What follows belongs to an exercise in optimizing a design on an open flow for small area and a short achievable clock period; a production flow would make more cautious choices.
In this exercise RTL edits were held to simulation tests only and were not proved equivalent to the original.
No activity file was given, so power comes from the tool's default toggle rates.

==> flow/design.v <==
`timescale 1ns/10ps
module mshr_entry_array #(
    parameter int n_entries = 16
) (
    input  logic                         clk,
    input  logic                         rst,
    input  logic [151:0]                 upd,
    input  logic [23:0]                  req_addr,
    input  logic [n_entries-1:0]         cur_oh,
    input  logic [158:0]                 entry_rd,
    output logic [n_entries*159-1:0]     entries,
    output logic [n_entries-1:0]         valid,
    output logic [n_entries-1:0]         live,
    output logic [n_entries-1:0]         shadow,
    output logic [158:0]                 upd_rec
);
    localparam int idx_bits = $clog2(n_entries);
    logic         wr_addr, wr_state, wr_line, wr_tag, wr_wm;
    logic [2:0]   d_state;
    logic [11:0]  d_tag;
    logic [11:0]  d_addr;
    logic [127:0] d_line;
    logic [3:0]   d_wm;
    assign wr_addr  = upd[151];
    assign wr_state = upd[151] | upd[150];
    assign wr_line  = upd[151] | upd[149];
    assign wr_tag   = upd[151] | upd[148];
    assign wr_wm    = upd[151] | upd[147];
    assign d_state = upd[146:144];
    assign d_tag   = upd[143:132];
    assign d_addr  = req_addr[11:0];
    assign d_line  = upd[131:4];
    assign d_wm    = upd[3:0];
    assign upd_rec = {wr_state ? d_state : entry_rd[158:156],
                      wr_tag   ? d_tag   : entry_rd[155:144],
                      wr_addr  ? d_addr  : entry_rd[143:132],
                      wr_line  ? d_line  : entry_rd[131:4],
                      wr_wm    ? d_wm    : entry_rd[3:0]};
    logic [n_entries-1:0] sel_v;
    for (genvar i = 0; i < n_entries; i++) begin : g_entry
        logic         sel;
        logic         v_q;
        logic         live_q;
        logic [158:0] rec_q;
        assign sel = cur_oh[i];
        assign sel_v[i] = sel;
        always_ff @(posedge clk or negedge rst) begin
            if (!rst) begin
                v_q <= 1'b0;
            end else if (sel) begin
                v_q <= 1'b1;
            end
        end
        always_ff @(posedge clk or negedge rst) begin
            if (!rst) begin
                live_q <= 1'b0;
            end else if (sel) begin
                live_q <= |upd_rec[158:156];
            end
        end
        always_ff @(posedge clk) begin
            if (sel) rec_q <= upd_rec;
        end
        assign valid[i]  = v_q;
        assign live[i]   = live_q;
        assign entries[i*159 +: 159] = rec_q;
    end
    logic [19:0]          new_ts;
    logic                 new_live;
    logic [n_entries-1:0] eqn;
    assign new_ts   = upd_rec[155:136];
    assign new_live = |upd_rec[158:156];
    for (genvar j = 0; j < n_entries; j++) begin : g_eqn
        assign eqn[j] = live[j] && (entries[j*159+136 +: 20] == new_ts);
    end
    for (genvar i = 0; i < n_entries; i++) begin : g_dup
        logic [n_entries-1:0] hid_d;
        logic                 shadow_q;
        for (genvar j = 0; j < n_entries; j++) begin : g_with
            if (j > i) begin : g_pair
                logic dup_q, dup_d;
                always_comb begin
                    if (sel_v[i]) begin
                        dup_d = new_live && eqn[j];
                    end else if (sel_v[j]) begin
                        dup_d = new_live && eqn[i];
                    end else begin
                        dup_d = dup_q;
                    end
                end
                always_ff @(posedge clk or negedge rst) begin
                    if (!rst) begin
                        dup_q <= 1'b0;
                    end else begin
                        dup_q <= dup_d;
                    end
                end
                assign hid_d[j] = dup_d;
            end else begin : g_none
                assign hid_d[j] = 1'b0;
            end
        end
        always_ff @(posedge clk or negedge rst) begin
            if (!rst) begin
                shadow_q <= 1'b0;
            end else begin
                shadow_q <= |hid_d;
            end
        end
        assign shadow[i] = shadow_q;
    end
endmodule
`timescale 1ns/10ps
module mshr_search #(
    parameter int n_entries = 16
) (
    input  logic                         clk,
    input  logic                         rst,
    input  logic [1:0]                   op,
    input  logic [23:0]                  req_addr,
    input  logic [1:0]                   fwd_msg,
    input  logic [n_entries*159-1:0]     entries,
    input  logic [n_entries-1:0]         live,
    input  logic [n_entries-1:0]         shadow,
    input  logic [158:0]                 entry_rd,
    output logic [n_entries-1:0]         cur_oh,
    output logic [n_entries-1:0]         next_oh,
    output logic                         same,
    output logic [$clog2(n_entries)-1:0] mshr_i,
    output logic                         mshr_hit,
    output logic [11:0]                  flag_cmd
);
    localparam int idx_bits = $clog2(n_entries);
    logic [n_entries-1:0] set_eq, match, is1, m_oh, f_oh;
    for (genvar g = 0; g < n_entries; g++) begin : g_cmp
        logic [2:0]  st;
        assign st        = entries[g*159+156 +: 3];
        assign is1[g]    = (st == 3'd1);
        assign set_eq[g] = (entries[g*159+136 +: 8] == req_addr[11:4]);
        assign match[g]  = live[g] && set_eq[g] &&
                           (entries[g*159+144 +: 12] == req_addr[23:12]);
    end
    function automatic logic [3:0] hi_idx(input logic [15:0] v);
        logic h3, h2, h1, h0;
        logic [7:0] a;
        logic [3:0] b;
        logic [1:0] c;
        h3 = |v[15:8];
        a  = h3 ? v[15:8] : v[7:0];
        h2 = |a[7:4];
        b  = h2 ? a[7:4] : a[3:0];
        h1 = |b[3:2];
        c  = h1 ? b[3:2] : b[1:0];
        h0 = c[1];
        hi_idx = {h3, h2, h1, h0};
    endfunction
    function automatic logic [3:0] oh_idx(input logic [15:0] v);
        oh_idx = '0;
        for (int k = 0; k < 16; k++) begin
            if (v[k]) oh_idx = oh_idx | 4'(k);
        end
    endfunction
    function automatic logic [15:0] hi_oh(input logic [15:0] v);
        logic above;
        above = 1'b0;
        for (int k = 15; k >= 0; k--) begin
            hi_oh[k] = v[k] && !above;
            above    = above || v[k];
        end
    endfunction
    logic [3:0] m_idx, f_idx;
    logic       any_match, any_set, win_is1, stall;
    assign m_idx     = oh_idx(m_oh);
    assign f_idx     = hi_idx(~live);
    assign m_oh      = match & ~shadow;
    assign f_oh      = (&live) ? 16'h0001 : hi_oh(~live);
    assign any_match = |match;
    assign any_set   = |(live & set_eq);
    assign win_is1   = |(m_oh & is1);
    assign stall     = any_match && !(fwd_msg == 2'd0 && win_is1);
    always_comb begin
        flag_cmd = '0;
        case (op)
            2'd2: begin
                flag_cmd[11] = any_set;
                flag_cmd[10] = !any_set;
            end
            2'd3: begin
                flag_cmd[9]   = stall;
                flag_cmd[8]   = !stall;
                flag_cmd[7:0] = 8'(m_idx);
            end
            default: ;
        endcase
    end
    always_comb begin
        case (op)
            2'd0:    next_oh = cur_oh;
            2'd2:    next_oh = f_oh;
            default: next_oh = any_match ? m_oh : 16'h0001;
        endcase
    end
    logic match_cur, shadow_cur, f_cur;
    assign match_cur  = (|entry_rd[158:156]) && (entry_rd[155:136] == req_addr[23:4]);
    assign shadow_cur = |(shadow & cur_oh);
    assign f_cur      = |(f_oh & cur_oh);
    always_comb begin
        case (op)
            2'd0:    same = 1'b1;
            2'd2:    same = f_cur;
            default: same = (match_cur && !shadow_cur) || (!any_match && cur_oh[0]);
        endcase
    end
    always_ff @(posedge clk or negedge rst) begin
        if (!rst) begin
            cur_oh <= n_entries'(1);
        end else begin
            cur_oh <= next_oh;
        end
    end
    always_ff @(posedge clk or negedge rst) begin
        if (!rst) begin
            mshr_i   <= '0;
            mshr_hit <= 1'b0;
        end else if (op != 2'd0) begin
            mshr_i   <= (op == 2'd2) ? f_idx : m_idx;
            mshr_hit <= (op != 2'd2) && any_match;
        end
    end
endmodule
`timescale 1ns/10ps
module mshr_stall_flags #(
    parameter int n_entries = 16
) (
    input  logic                         clk,
    input  logic                         rst,
    input  logic [11:0]                  flag_cmd,
    output logic                         set_conflict,
    output logic                         fwd_stall,
    output logic [$clog2(n_entries)-1:0] fwd_stall_entry
);
    localparam int idx_bits = $clog2(n_entries);
    always_ff @(posedge clk or negedge rst) begin
        if (!rst) begin
            set_conflict <= 1'b0;
        end else if (flag_cmd[11]) begin
            set_conflict <= 1'b1;
        end else if (flag_cmd[10]) begin
            set_conflict <= 1'b0;
        end
    end
    always_ff @(posedge clk or negedge rst) begin
        if (!rst) begin
            fwd_stall <= 1'b0;
        end else if (flag_cmd[9]) begin
            fwd_stall <= 1'b1;
        end else if (flag_cmd[8]) begin
            fwd_stall <= 1'b0;
        end
    end
    always_ff @(posedge clk or negedge rst) begin
        if (!rst) begin
            fwd_stall_entry <= '0;
        end else if (flag_cmd[9]) begin
            fwd_stall_entry <= flag_cmd[idx_bits-1:0];
        end
    end
endmodule
`timescale 1ns/10ps
module l2_mshr #(
    parameter int n_entries = 16
) (
    input  logic                         clk,
    input  logic                         rst,
    input  logic [1:0]                   op,
    input  logic [23:0]                  req_addr,
    input  logic [1:0]                   fwd_msg,
    input  logic [151:0]                 upd,
    output logic                         mshr_hit,
    output logic [$clog2(n_entries)-1:0] mshr_i,
    output logic [158:0]                 entry_rd,
    output logic                         set_conflict,
    output logic                         fwd_stall,
    output logic [$clog2(n_entries)-1:0] fwd_stall_entry
);
    logic [n_entries*159-1:0] entries;
    logic [n_entries-1:0]     valid, live, shadow;
    logic [n_entries-1:0]     cur_oh, next_oh;
    logic [11:0]              flag_cmd;
    logic [158:0]             upd_rec;
    mshr_entry_array #(
        .n_entries (n_entries)
    ) u_array (
        .clk      (clk),
        .rst      (rst),
        .upd      (upd),
        .req_addr (req_addr),
        .cur_oh   (cur_oh),
        .entry_rd (entry_rd),
        .entries  (entries),
        .valid    (valid),
        .live     (live),
        .shadow   (shadow),
        .upd_rec  (upd_rec)
    );
    mshr_search #(
        .n_entries (n_entries)
    ) u_search (
        .clk      (clk),
        .rst      (rst),
        .op       (op),
        .req_addr (req_addr),
        .fwd_msg  (fwd_msg),
        .entries  (entries),
        .live     (live),
        .shadow   (shadow),
        .entry_rd (entry_rd),
        .cur_oh   (cur_oh),
        .next_oh  (next_oh),
        .same     (same),
        .mshr_i   (mshr_i),
        .mshr_hit (mshr_hit),
        .flag_cmd (flag_cmd)
    );
    mshr_stall_flags #(
        .n_entries (n_entries)
    ) u_flags (
        .clk             (clk),
        .rst             (rst),
        .flag_cmd        (flag_cmd),
        .set_conflict    (set_conflict),
        .fwd_stall       (fwd_stall),
        .fwd_stall_entry (fwd_stall_entry)
    );
    logic                 same;
    logic [n_entries-1:0] rsel;
    logic [158:0]         rd_lo_d, rd_hi_d, rd_lo_q, rd_hi_q;
    assign rsel = next_oh & valid & ~cur_oh;
    always_comb begin
        rd_lo_d = '0;
        rd_hi_d = upd_rec & {159{same}};
        for (int i = 0; i < n_entries/2; i++) begin
            rd_lo_d = rd_lo_d | (entries[i*159 +: 159] & {159{rsel[i]}});
        end
        for (int i = n_entries/2; i < n_entries; i++) begin
            rd_hi_d = rd_hi_d | (entries[i*159 +: 159] & {159{rsel[i]}});
        end
    end
    always_ff @(posedge clk or negedge rst) begin
        if (!rst) begin
            rd_lo_q <= '0;
            rd_hi_q <= '0;
        end else begin
            rd_lo_q <= rd_lo_d;
            rd_hi_q <= rd_hi_d;
        end
    end
    assign entry_rd = rd_lo_q | rd_hi_q;
endmodule
Settings: LEC_CHECK=0, CAP_MARGIN=20, CORE_MARGIN=2, CORE_UTILIZATION=55, CTS_CLUSTER_DIAMETER=60, CTS_CLUSTER_SIZE=25, SETUP_SLACK_MARGIN=1.5, SLEW_MARGIN=20, TNS_END_PERCENT=10, BUFFER_PORTS_ARGS=-buffer_cell sky130_fd_sc_hd__buf_4; clock period 4.4 ns.
standard.sh (not shown) runs the stock make flow with config.mk's settings and CLKGATE_MAP_FILE= SYNTH_SCRIPT=/design/flow/synth_recipe.tcl, a recipe that flattens the netlist after the stock synthesis.
==> flow/flow/run.sh <==
#!/bin/bash
# The standard layout, with plain buffers on the ports instead of the delay
# cells buffer_ports picks by default; hold repair adds delay where needed.
set -euo pipefail
echo 'export BUFFER_PORTS_ARGS = -buffer_cell sky130_fd_sc_hd__buf_4' >> config.mk
bash standard.sh > standard.log 2>&1
The starting point finished with hold timing left.
Edit:
--- a/flow/design.v
+++ b/flow/design.v
@@ -75,38 +75,23 @@
     end
     for (genvar i = 0; i < n_entries; i++) begin : g_dup
-        logic [n_entries-1:0] hid_d;
-        logic                 shadow_q;
+        logic [n_entries-1:0] hid;
         for (genvar j = 0; j < n_entries; j++) begin : g_with
             if (j > i) begin : g_pair
-                logic dup_q, dup_d;
-                always_comb begin
-                    if (sel_v[i]) begin
-                        dup_d = new_live && eqn[j];
-                    end else if (sel_v[j]) begin
-                        dup_d = new_live && eqn[i];
-                    end else begin
-                        dup_d = dup_q;
-                    end
-                end
+                logic dup_q;
                 always_ff @(posedge clk or negedge rst) begin
                     if (!rst) begin
                         dup_q <= 1'b0;
-                    end else begin
-                        dup_q <= dup_d;
+                    end else if (sel_v[i]) begin
+                        dup_q <= new_live && eqn[j];
+                    end else if (sel_v[j]) begin
+                        dup_q <= new_live && eqn[i];
                     end
                 end
-                assign hid_d[j] = dup_d;
+                assign hid[j] = dup_q;
             end else begin : g_none
-                assign hid_d[j] = 1'b0;
+                assign hid[j] = 1'b0;
             end
         end
-        always_ff @(posedge clk or negedge rst) begin
-            if (!rst) begin
-                shadow_q <= 1'b0;
-            end else begin
-                shadow_q <= |hid_d;
-            end
-        end
-        assign shadow[i] = shadow_q;
+        assign shadow[i] = |hid;
     end
 endmodule
@@ -288,5 +273,5 @@
     logic [n_entries-1:0]     cur_oh, next_oh;
     logic [11:0]              flag_cmd;
-    logic [158:0]             upd_rec;
+    logic [158:0]             upd_rec, rd_next;
     mshr_entry_array #(
         .n_entries (n_entries)
@@ -335,25 +320,21 @@
     logic                 same;
     logic [n_entries-1:0] rsel;
-    logic [158:0]         rd_lo_d, rd_hi_d, rd_lo_q, rd_hi_q;
+    logic [3:0][158:0]    q;
     assign rsel = next_oh & valid & ~cur_oh;
     always_comb begin
-        rd_lo_d = '0;
-        rd_hi_d = upd_rec & {159{same}};
-        for (int i = 0; i < n_entries/2; i++) begin
-            rd_lo_d = rd_lo_d | (entries[i*159 +: 159] & {159{rsel[i]}});
-        end
-        for (int i = n_entries/2; i < n_entries; i++) begin
-            rd_hi_d = rd_hi_d | (entries[i*159 +: 159] & {159{rsel[i]}});
+        for (int k = 0; k < 4; k++) begin
+            q[k] = '0;
+            for (int i = 4*k; i < 4*k+4; i++) begin
+                q[k] = q[k] | (entries[i*159 +: 159] & {159{rsel[i]}});
+            end
         end
+        rd_next = ((q[0] | q[1]) | (q[2] | q[3])) | (upd_rec & {159{same}});
     end
     always_ff @(posedge clk or negedge rst) begin
         if (!rst) begin
-            rd_lo_q <= '0;
-            rd_hi_q <= '0;
+            entry_rd <= '0;
         end else begin
-            rd_lo_q <= rd_lo_d;
-            rd_hi_q <= rd_hi_d;
+            entry_rd <= rd_next;
         end
     end
-    assign entry_rd = rd_lo_q | rd_hi_q;
 endmodule
Now the flow went through all stages and came out clean.
First-iteration DRC count goes up by about 28%.
Total power decreases by about 5%.
Core utilization rose by 0.51 points.
Worst setup slack got worse by 200 ps.
Clock skew hardly moves.
Synthesized area went down by about 3%.

## static timing again, ports no longer ideal
Ports are ideal in the flow. The routed layouts listed here were re-timed in OpenROAD. Step 1 (the two cells are an assumption about what drives the block):
set clk [get_ports {clk}]
set_driving_cell -lib_cell sky130_fd_sc_hd__clkbuf_16 $clk
set_driving_cell -lib_cell sky130_fd_sc_hd__buf_2 [delete_from_list [all_inputs] $clk]
Step 2 moves the port delays by t, midway between the first and last clock arrival at a register: inputs arrive t later, outputs are due t later. That takes back most of the time a late clock gives input paths. Three values: no drivers, after step 1, after step 2; two values: the first two.
run | t (ns) | setup slack, ns | worst hold slack (ns) | worst setup path after step 2 | worst slew at a driven data input, ns
the first run | 0.955 | 1.185 / 1.162 / 0.289 | -0.038 / -0.080 / 0.470 | input to register | 0.16
the second run | 0.980 | 0.984 / 0.984 / 0.120 | 0.063 / 0.016 / 0.465 | input to register | 0.08
For the first run, which loses most, drivers alone change the setup slack by -0.023 ns; drivers and shift together by -0.896 ns.
